What follows belongs to an exercise in optimizing a design on an open flow for small area, a short achievable clock period and few clock cycles per item; a production flow would make more cautious choices. The RTL was checked by simulation tests, not by an equivalence proof against the original design. Power figures rest on the tool's default switching activity, not on a simulated workload.

==> flow/design.v <==
package hkrb_pkg;
   localparam int KEY_SLOTS_DEF   = 16;
   localparam int BLOCK_SLOTS_DEF = 4;
   localparam int REPORT_KEYS     = 6;
   localparam int MODIFIER_COUNT  = 8;
   localparam logic [2:0] FN_PRESS_MOD   = 3'd0;
   localparam logic [2:0] FN_RELEASE_MOD = 3'd1;
   localparam logic [2:0] FN_PRESS_KEY   = 3'd2;
   localparam logic [2:0] FN_RELEASE_KEY = 3'd3;
   localparam logic [2:0] FN_BLOCK       = 3'd4;
   localparam logic [2:0] FN_UNBLOCK     = 3'd5;
   localparam logic [2:0] FN_REPORT      = 3'd6;
   localparam logic [2:0] FN_QUERY       = 3'd7;
   localparam logic [1:0] ERR_OK         = 2'd0;
   localparam logic [1:0] ERR_KEY_FULL   = 2'd1;
   localparam logic [1:0] ERR_BLOCK_FULL = 2'd2;
   localparam logic [1:0] ERR_BAD_HANDLE = 2'd3;
   typedef struct packed {
      logic [7:0]  code;
      logic [7:0]  count;
      logic        reported;
      logic [63:0] act;
   } key_entry_type;
   typedef struct packed {
      logic          en;
      key_entry_type data;
   } key_wr_type;
endpackage
module hkrb_key_mem #(
   parameter int DEPTH = hkrb_pkg::KEY_SLOTS_DEF
) (
   input  logic                        clock,
   input  hkrb_pkg::key_wr_type        wr,
   input  logic [$clog2(DEPTH)-1:0]    wr_addr,
   input  logic [$clog2(DEPTH)-1:0]    rd_addr,
   output hkrb_pkg::key_entry_type     rd_data
);
   localparam int W = $bits(rd_data);
   logic [W-1:0] mem [0:DEPTH-1];
   logic [W-1:0] rd_data_ff;
   always_ff @(posedge clock) begin
      if (wr.en) begin
         mem[wr_addr] <= wr.data;
      end
      rd_data_ff <= mem[rd_addr];
   end
   assign rd_data = rd_data_ff;
endmodule
module hid_keyboard_report_builder #(
   parameter int KEY_SLOTS   = hkrb_pkg::KEY_SLOTS_DEF,
   parameter int BLOCK_SLOTS = hkrb_pkg::BLOCK_SLOTS_DEF
) (
   input  logic        clock,
   input  logic        reset,
   input  logic        start,
   output logic        busy,
   input  logic [2:0]  req_func,
   input  logic [2:0]  req_modifier_index,
   input  logic [7:0]  req_keycode,
   input  logic [63:0] req_timestamp,
   input  logic [1:0]  req_block_handle,
   output logic        rsp_valid,
   output logic        rsp_has_report,
   output logic [7:0]  rsp_modifier_bits,
   output logic [7:0]  rsp_key_slot0,
   output logic [7:0]  rsp_key_slot1,
   output logic [7:0]  rsp_key_slot2,
   output logic [7:0]  rsp_key_slot3,
   output logic [7:0]  rsp_key_slot4,
   output logic [7:0]  rsp_key_slot5,
   output logic [1:0]  rsp_handle_out,
   output logic [1:0]  rsp_error_code
);
   localparam int IDXW = $clog2(KEY_SLOTS);
   localparam int CNTW = $clog2(KEY_SLOTS + 1);
   localparam int ORDW = (BLOCK_SLOTS > 1) ? $clog2(BLOCK_SLOTS) : 1;
   localparam int NW   = $clog2(hkrb_pkg::REPORT_KEYS);
   typedef enum logic [2:0] {S_IDLE, S_RD, S_CHK, S_MRD, S_MCHK, S_DONE} state_type;
   state_type state_ff;
   logic [2:0]  op_ff;
   logic [7:0]  code_ff;
   logic [63:0] ts_ff;
   logic [CNTW-1:0] idx_ff, mv_ff, used_ff;
   logic [NW-1:0] n_ff;
   logic        hit_ff;
   logic        blocked_ff;
   logic [63:0] limit_ff;
   logic        last_empty_ff;
   logic [7:0]  mod_cnt_ff [hkrb_pkg::MODIFIER_COUNT];
   logic [63:0] blk_time_ff [BLOCK_SLOTS];
   logic [BLOCK_SLOTS-1:0] blk_valid_ff;
   logic [ORDW-1:0] blk_order_ff [BLOCK_SLOTS];
   logic [7:0]  keys_ff [hkrb_pkg::REPORT_KEYS];
   logic [1:0]  handle_ff, err_ff;
   logic        rsp_valid_ff, rsp_has_ff;
   logic [7:0]  rsp_mods_ff;
   logic [7:0]  rsp_keys_ff [hkrb_pkg::REPORT_KEYS];
   logic [1:0]  rsp_handle_ff, rsp_err_ff;
   hkrb_pkg::key_wr_type    wr;
   logic [IDXW-1:0]         wr_addr, rd_addr;
   hkrb_pkg::key_entry_type rd_data;
   hkrb_key_mem #(.DEPTH(KEY_SLOTS)) u_mem (
      .clock   (clock),
      .wr      (wr),
      .wr_addr (wr_addr),
      .rd_addr (rd_addr),
      .rd_data (rd_data)
   );
   logic [7:0] mod_bits;
   always_comb begin
      for (int i = 0; i < hkrb_pkg::MODIFIER_COUNT; i++) begin
         mod_bits[i] = (mod_cnt_ff[i] != 8'd0);
      end
   end
   logic code_match, purge, visible;
   logic [7:0] cnt_dec;
   assign code_match = (rd_data.code == code_ff);
   assign purge      = (rd_data.count == 8'd0) && rd_data.reported;
   assign visible    = !blocked_ff || (rd_data.act <= limit_ff);
   assign cnt_dec    = (rd_data.count != 8'd0) ? rd_data.count - 8'd1 : 8'd0;
   assign rd_addr = (state_ff == S_MRD) ? IDXW'(mv_ff + CNTW'(1)) : idx_ff[IDXW-1:0];
   always_comb begin
      wr      = '0;
      wr_addr = idx_ff[IDXW-1:0];
      unique case (state_ff)
         S_RD: begin
            if (idx_ff == used_ff && op_ff == hkrb_pkg::FN_PRESS_KEY
                && used_ff != CNTW'(KEY_SLOTS)) begin
               wr.en            = 1'b1;
               wr.data.code     = code_ff;
               wr.data.count    = 8'd1;
               wr.data.reported = 1'b0;
               wr.data.act      = ts_ff;
               wr_addr          = used_ff[IDXW-1:0];
            end
         end
         S_CHK: begin
            wr.data = rd_data;
            case (op_ff)
               hkrb_pkg::FN_PRESS_KEY: begin
                  wr.en = code_match;
                  if (rd_data.count != 8'hFF) wr.data.count = rd_data.count + 8'd1;
               end
               hkrb_pkg::FN_RELEASE_KEY: begin
                  wr.en         = code_match && !(cnt_dec == 8'd0 && rd_data.reported);
                  wr.data.count = cnt_dec;
               end
               default: begin
                  wr.en            = !purge && visible;
                  wr.data.reported = 1'b1;
               end
            endcase
         end
         S_MCHK: begin
            wr.en   = 1'b1;
            wr.data = rd_data;
            wr_addr = mv_ff[IDXW-1:0];
         end
         default: ;
      endcase
   end
   logic [BLOCK_SLOTS-1:0] free_slot;
   logic                   any_free;
   logic [ORDW-1:0]        active_n;
   logic                   hnd_ok;
   logic [ORDW-1:0]        hnd_rank;
   logic                   blocked_now;
   logic [63:0]            limit_now;
   always_comb begin
      free_slot   = '0;
      any_free    = 1'b0;
      active_n    = '0;
      hnd_ok      = 1'b0;
      hnd_rank    = '0;
      blocked_now = 1'b0;
      limit_now   = '0;
      for (int s = 0; s < BLOCK_SLOTS; s++) begin
         if (!blk_valid_ff[s] && !any_free) begin
            free_slot[s] = 1'b1;
            any_free     = 1'b1;
         end
         if (blk_valid_ff[s]) active_n = active_n + ORDW'(1);
         if (s < 4 && 2'(s) == req_block_handle && blk_valid_ff[s]) begin
            hnd_ok   = 1'b1;
            hnd_rank = blk_order_ff[s];
         end
         if (blk_valid_ff[s] && blk_order_ff[s] == '0) begin
            blocked_now = 1'b1;
            limit_now   = blk_time_ff[s];
         end
      end
   end
   logic le_next;
   assign le_next = (op_ff == hkrb_pkg::FN_REPORT) ? !(|mod_bits || hit_ff) : last_empty_ff;
   always_ff @(posedge clock) begin
      rsp_valid_ff <= 1'b0;
      if (reset) begin
         state_ff      <= S_IDLE;
         used_ff       <= '0;
         blk_valid_ff  <= '0;
         last_empty_ff <= 1'b1;
         for (int i = 0; i < hkrb_pkg::MODIFIER_COUNT; i++) mod_cnt_ff[i] <= 8'd0;
         for (int s = 0; s < BLOCK_SLOTS; s++) blk_order_ff[s] <= '0;
      end else begin
         unique case (state_ff)
            S_IDLE: begin
               if (start) begin
                  op_ff      <= req_func;
                  code_ff    <= req_keycode;
                  ts_ff      <= req_timestamp;
                  idx_ff     <= '0;
                  n_ff       <= '0;
                  hit_ff     <= 1'b0;
                  handle_ff  <= 2'd0;
                  err_ff     <= hkrb_pkg::ERR_OK;
                  blocked_ff <= blocked_now;
                  limit_ff   <= limit_now;
                  for (int k = 0; k < hkrb_pkg::REPORT_KEYS; k++) keys_ff[k] <= 8'd0;
                  state_ff   <= S_DONE;
                  case (req_func)
                     hkrb_pkg::FN_PRESS_MOD: begin
                        if (mod_cnt_ff[req_modifier_index] != 8'hFF)
                           mod_cnt_ff[req_modifier_index] <=
                              mod_cnt_ff[req_modifier_index] + 8'd1;
                     end
                     hkrb_pkg::FN_RELEASE_MOD: begin
                        if (mod_cnt_ff[req_modifier_index] != 8'd0)
                           mod_cnt_ff[req_modifier_index] <=
                              mod_cnt_ff[req_modifier_index] - 8'd1;
                     end
                     hkrb_pkg::FN_PRESS_KEY, hkrb_pkg::FN_RELEASE_KEY,
                     hkrb_pkg::FN_REPORT: begin
                        state_ff <= S_RD;
                     end
                     hkrb_pkg::FN_BLOCK: begin
                        if (!any_free) err_ff <= hkrb_pkg::ERR_BLOCK_FULL;
                        for (int s = 0; s < BLOCK_SLOTS; s++) begin
                           if (free_slot[s]) begin
                              blk_valid_ff[s] <= 1'b1;
                              blk_time_ff[s]  <= req_timestamp;
                              blk_order_ff[s] <= active_n;
                              handle_ff       <= 2'(s);
                           end
                        end
                     end
                     hkrb_pkg::FN_UNBLOCK: begin
                        if (!hnd_ok) err_ff <= hkrb_pkg::ERR_BAD_HANDLE;
                        for (int s = 0; s < BLOCK_SLOTS; s++) begin
                           if (hnd_ok) begin
                              if (s < 4 && 2'(s) == req_block_handle) begin
                                 blk_valid_ff[s] <= 1'b0;
                                 blk_order_ff[s] <= '0;
                              end else if (blk_valid_ff[s] && blk_order_ff[s] > hnd_rank) begin
                                 blk_order_ff[s] <= blk_order_ff[s] - ORDW'(1);
                              end
                           end
                        end
                     end
                     default: ;
                  endcase
               end
            end
            S_RD: begin
               if (idx_ff == used_ff) begin
                  if (op_ff == hkrb_pkg::FN_PRESS_KEY) begin
                     if (used_ff == CNTW'(KEY_SLOTS)) err_ff <= hkrb_pkg::ERR_KEY_FULL;
                     else used_ff <= used_ff + CNTW'(1);
                  end
                  state_ff <= S_DONE;
               end else begin
                  state_ff <= S_CHK;
               end
            end
            S_CHK: begin
               state_ff <= S_RD;
               idx_ff   <= idx_ff + CNTW'(1);
               case (op_ff)
                  hkrb_pkg::FN_PRESS_KEY: begin
                     if (code_match) state_ff <= S_DONE;
                  end
                  hkrb_pkg::FN_RELEASE_KEY: begin
                     if (code_match) begin
                        if (cnt_dec == 8'd0 && rd_data.reported) begin
                           mv_ff    <= idx_ff;
                           state_ff <= S_MRD;
                        end else begin
                           state_ff <= S_DONE;
                        end
                     end
                  end
                  default: begin
                     if (purge) begin
                        mv_ff    <= idx_ff;
                        idx_ff   <= idx_ff;
                        state_ff <= S_MRD;
                     end else if (visible) begin
                        keys_ff[n_ff] <= rd_data.code;
                        hit_ff        <= 1'b1;
                        n_ff          <= n_ff + NW'(1);
                        if (n_ff == NW'(hkrb_pkg::REPORT_KEYS - 1)) state_ff <= S_DONE;
                     end
                  end
               endcase
            end
            S_MRD: begin
               if (mv_ff + CNTW'(1) < used_ff) begin
                  state_ff <= S_MCHK;
               end else begin
                  used_ff  <= used_ff - CNTW'(1);
                  state_ff <= (op_ff == hkrb_pkg::FN_REPORT) ? S_RD : S_DONE;
               end
            end
            S_MCHK: begin
               mv_ff    <= mv_ff + CNTW'(1);
               state_ff <= S_MRD;
            end
            S_DONE: begin
               last_empty_ff <= le_next;
               rsp_valid_ff  <= 1'b1;
               rsp_has_ff    <= !le_next || |mod_bits || (used_ff != '0);
               rsp_mods_ff   <= (op_ff == hkrb_pkg::FN_REPORT) ? mod_bits : 8'd0;
               for (int k = 0; k < hkrb_pkg::REPORT_KEYS; k++) rsp_keys_ff[k] <= keys_ff[k];
               rsp_handle_ff <= handle_ff;
               rsp_err_ff    <= err_ff;
               state_ff      <= S_IDLE;
            end
            default: state_ff <= S_IDLE;
         endcase
      end
   end
   assign busy              = (state_ff != S_IDLE);
   assign rsp_valid         = rsp_valid_ff;
   assign rsp_has_report    = rsp_has_ff;
   assign rsp_modifier_bits = rsp_mods_ff;
   assign rsp_key_slot0     = rsp_keys_ff[0];
   assign rsp_key_slot1     = rsp_keys_ff[1];
   assign rsp_key_slot2     = rsp_keys_ff[2];
   assign rsp_key_slot3     = rsp_keys_ff[3];
   assign rsp_key_slot4     = rsp_keys_ff[4];
   assign rsp_key_slot5     = rsp_keys_ff[5];
   assign rsp_handle_out    = rsp_handle_ff;
   assign rsp_error_code    = rsp_err_ff;
endmodule
==> flow/run.sh <==
#!/bin/bash
# synth_recipe.tcl (not shown) runs the flow's synth.tcl, then flattens the netlist and writes it again
# the make line also repeats each setting of config.mk as NAME=value (left out here)
make -C /OpenROAD-flow-scripts/flow DESIGN_CONFIG=/design/flow/config.mk WORK_HOME=/design/flow/orfs CLKGATE_MAP_FILE= SYNTH_SCRIPT=/design/flow/synth_recipe.tcl finish
==> flow/config.mk <==
export PLATFORM = sky130hd
export DESIGN_NAME = hid_keyboard_report_builder
export DESIGN_NICKNAME = hid_keyboard_report_builder
export VERILOG_FILES = /design/flow/design.v
export SDC_FILE = /design/flow/constraint.sdc
export NUM_CORES = 4
export LEC_CHECK = 0
export CAP_MARGIN = 20
export CORE_MARGIN = 2
export CORE_UTILIZATION = 45
export PLACE_DENSITY = 0.6
export SLEW_MARGIN = 20
==> flow/constraint.sdc <==
create_clock -name core_clock -period 7.5 [get_ports {clock}]
set_input_delay 1.5000 -clock core_clock [delete_from_list [all_inputs] [get_ports {clock}]]
set_output_delay 1.5000 -clock core_clock [all_outputs]
set_load 0.01 [all_outputs]
==> run notes <==
[synthesized netlist by cell type, types with 65 or more instances]
master    count
edfxtp_1   1883
nand3_1     179
clkbuf_1    278
a311oi_1    163
o21ai_0     177
nor2_1      145
a221o_1      68
nand2_1    1473
ha_1         99
dfxtp_1     103
a21oi_1     157
inv_1       120
buf_2        67
a211oi_1     96
a22o_1       65
and3_1      252
a31oi_1     171
[state kept, by name (all words and copies together) (netlist names), 8 cells and up]
signal	count
u_mem.mem	1296
blk_time_ff	256
u_mem.rd_data_ff	81
limit_ff	64
mod_cnt_ff	64
ts_ff	64
keys_ff	48
blk_order_ff	8
code_ff	8
rsp_key_slot0	8
rsp_key_slot1	8
rsp_key_slot2	8
rsp_key_slot3	8
rsp_key_slot4	8
rsp_key_slot5	8
rsp_mods_ff	8
[how the worst max path moves through the flow]
stage / start / endpoint
3_5_place_dp: req_modifier_index[1] / mod_cnt_ff[6][4]
4_1_cts: state_ff[1] / u_mem.mem[15][33]
2_1_floorplan: start / blk_time_ff[3][0]
3_3_place_gp: req_modifier_index[1] / mod_cnt_ff[0][4]
5_1_grt: req_modifier_index[1] / mod_cnt_ff[6][4]
6_report: req_modifier_index[1] / mod_cnt_ff[6][4]
[metal layers]
metal	global-route usage, %	part of all wire (%)
met2	35.6	48
met4	5.47	2.2
met5	0	0
met3	2.90	6.2
met1	31.2	44
[logic make-up (layout without fill, tap and decap cells)]
group	count (synthesis)	count (layout)	synth area share, %
flip-flops	1986	1986	73.8
multiplexers	27	27	0.504
AND/OR/NAND/NOR	2250	2250	12.6
adder cells (fa/ha/maj)	101	101	1.61
other	0	2	0
XOR/XNOR	36	36	0.397
AO/OA/AOI/OAI	975	975	8.66
buffers and inverters	489	741	2.46
[cell usage in the layout, fill, tap and decap left out, types with 47 or more instances in the layout]
cell             instances
inv_1                  119
nor3_1                  47
edfxtp_1              1883
o21ai_0                173
a31oi_1                171
clkbuf_16              204
a311oi_1               163
nor2_1                 142
a221o_1                 68
and3_1                 251
dfxtp_1                103
clkbuf_1                53
a21oi_1                139
nand3_1                179
buf_4                   80
nand2_1               1471
clkdlybuf4s50_1        145
a211oi_1                95
ha_1                    99
a22o_1                  65
[per-stage QoR]
step	total power (uW)	instance area [sq um]	hold WS, ns
floorplan	15000	79400	0.400
global placement	16100	83600	0.404
detailed placement	16100	83600	0.405
CTS	25700	90000	0.419
global route	26400	90000	0.423
finish	25500	90100	0.416
[worst reg2reg max path, cell delays in order, from the launching register on]
cell and delay (ns):
dfxtp_1 0.65, nand2_2 0.37, inv_2 0.19, nand2_1 0.11, a31o_1 0.34, a2111o_1 0.56, a2111oi_4 0.83, a21oi_4 0.08
buf_4 0.32, a21oi_4 0.19, buf_4 0.81, buf_4 0.78
[cell type report]
class	count	area, sq um
inverter	121	458
tap	2340	2930
timing repair buffer	247	2500
antenna	2	5.00
multi-input combinational	3389	19200
clock inverter	107	932
sequential	1986	58600
clock buffer	266	5430
fill	14700	85700
[power by group through the flow]
stage | logic, uW | registers (uW) | clock network [uW]
after floorplan | 1870 | 13100 | 0
final | 2900 | 13000 | 9630
after CTS | 2900 | 13000 | 9800
after global routing | 3180 | 13000 | 10200
after detailed placement | 2880 | 13200 | 0
after global placement | 2850 | 13200 | 0
==> summary.txt <==
Worst hold path
  • Type of the most critical hold path: reg2reg
  • Hold path startpoint: keys_ff[2][1]
  • Hold Path Sink: rsp_key_slot2[1]
  • Hold path depth: 0

Yosys
  • Mapped Cells: 5864
  • Post-Syn Area: 79400 sq um
  • Asr flop ratio synth: 0%
  • Number of synthesized flops with an enable pin: 1883
  • Unique masters post-synth: 86
  • Biggest area consumer among synthesized cells: edfxtp_1
  • Syn_area_per_cell: 13.5 sq um
  • Sequential share of the synthesized area: 73.8%
  • Main synth FF type: edfxtp_1
  • Synth warnings: 5
  • Synth Net Count: 6048
  • Yosys reg bits: 1986
  • Top cell type's share of synthesized area: 71.2%
  • Top cells by area, synth: edfxtp_1, nand2_1, dfxtp_1

Drt
  • DRT Wirelength: 200 mm
  • Via/cell ratio: 5.73
  • ANT nets after route: 0
  • # DRC: 0
  • DR WL/cell: 23.7 um
  • Drt first pass iters: 6
  • Vias: 48400
  • DR iter-0 viols: 5045

Floorplan
  • Site row count: 154
  • Chip width: 424 um
  • Die ar.: 180000 sq um
  • Starting Density: 45.2%
  • Core region area: 176000 sq um
  • IO Count: 146
  • Die height: 424 um

Critical path
  • CP max FO: 16
  • Internal reg-to-reg setup slack: 1.87 ns
  • WP data arrival: 6.17 ns
  • RR Endpoint: u_mem.mem[13][33]
  • Delay-heaviest family, CP: buffers and inverters
  • Max stage delay on crit path: 0.97 ns
  • Reg2Reg Depth: 11
  • Slowest stage cell, crit path: clkdlybuf4s50_1
  • Crit start category: input port
  • CP Data Required Time: 8.01 ns
  • Cell count along the critical path: 13
  • Crit path cell chain: clkdlybuf4s50_1 > mux4_2 > mux2_2 > nor4_1 > and3_1 > a21o_1 > inv_1 > ha_1 > nor2b_1 > o21a_1 > nor2_1 > xor2_1 > nor2_1
  • Most used cell, CP: nor2_1
  • RR Startpoint: state_ff[1]
  • Worst path buffer plus inverter count: 2
  • Worst Setup Path Type: in2reg
  • Worst setup EP type: flip-flop

Clock tree
  • Clock Sinks: 1986
  • Maximum buffer depth of the clock tree: 3
  • Setup Buffers After CTS: 0
  • CTS resizes: 0
  • Post-CTS Hold Buffers: 0
  • CTS clk-pin slew, worst paths: 0.06 ns
  • Clock latency at the later pin of the worst-skew pair: 0.83 ns
  • CTS root buf: clkbuf_16
  • H-tree Lvls: 4
  • CTS tree: yes
  • CTS buffer count: 199

Timing
  • Fin Clk Skew: 0.0428 ns
  • Fin. max-slew vios: 0
  • Final count of negative-setup-slack endpoints: 0
  • Slew @ Worst Pin: 1.15 ns
  • Min cycle time layout: 5.66 ns
  • Final TNS setup: 0 ns
  • Final worst path period share: 75.4%
  • Final hold vios: 0
  • Worst slew margin: 23.3%
  • Final setup margin: 1.84 ns
  • F_max: 177 MHz
  • RSZ-0062 raised after global routing: false

Placement
  • IO Port Bufs: 145
  • Placed insts: 8080
  • Dpl ws: 1.07 ns
  • RePlAce Congestion: 0.859
  • Hpwl dp: 108 mm

Pwr
  • P_int: 19100 uW
  • Combinational fraction of design power: 11.4%
  • Pwr dens: 283 nW/um^2
  • Max VDD drop: 0.198 mV
  • Leak Pwr: 0.0311 uW
  • Sw Share: 25.3%
  • Seq pwr share: 50.9%
  • Clock power frac: 37.8%
  • NetSw: 6460 uW

GRT
  • Vias in the first global route: 46300
  • GR Util All Layers: 21.9%
  • Largest net degree at the start of global routing: 177
  • Initial antenna violation count: 2
  • First-pass GRT wire length: 298 mm
  • GRT overflow: 0

Finish
  • Util after Layout: 51.2%
  • Final Non-Filler Cells: 8458
  • # nets final: 6128
  • Layout cells sized above 1: 7.93%
  • P&R area growth vs syn: 13.4%

Job
  • Max-cap violation count: 0

Outcome
  • Outcome: finished clean
Testbench counts, summed over its fixed seeds: cycles 100,447, items 4,800.

==> re-timing with driven ports <==
The flow's constraints put no driver on any port. The routed layout listed below was extracted and timed again, unchanged, in two steps.
Step 1 assumes that a clkbuf_16 drives the clock port and a buf_2 every other input.
Step 2, shift: input delay + t, output delay - t, t = (earliest + latest rising clock arrival at the registers) / 2. This alone moves slack from input paths to output paths.
Three values: ideal, step 1, step 2; two values: the first two.
t (ns): 0.883
slack for setup (ns): 1.841 / 1.870 / 1.002
worst setup path at the end: input to register
slew at the worst register clock pin (ns): 0.07 / 0.07
After both steps this run still meets setup and hold. The setup slack of this run moves by +0.029 ns with the drivers and by -0.839 ns with both steps.
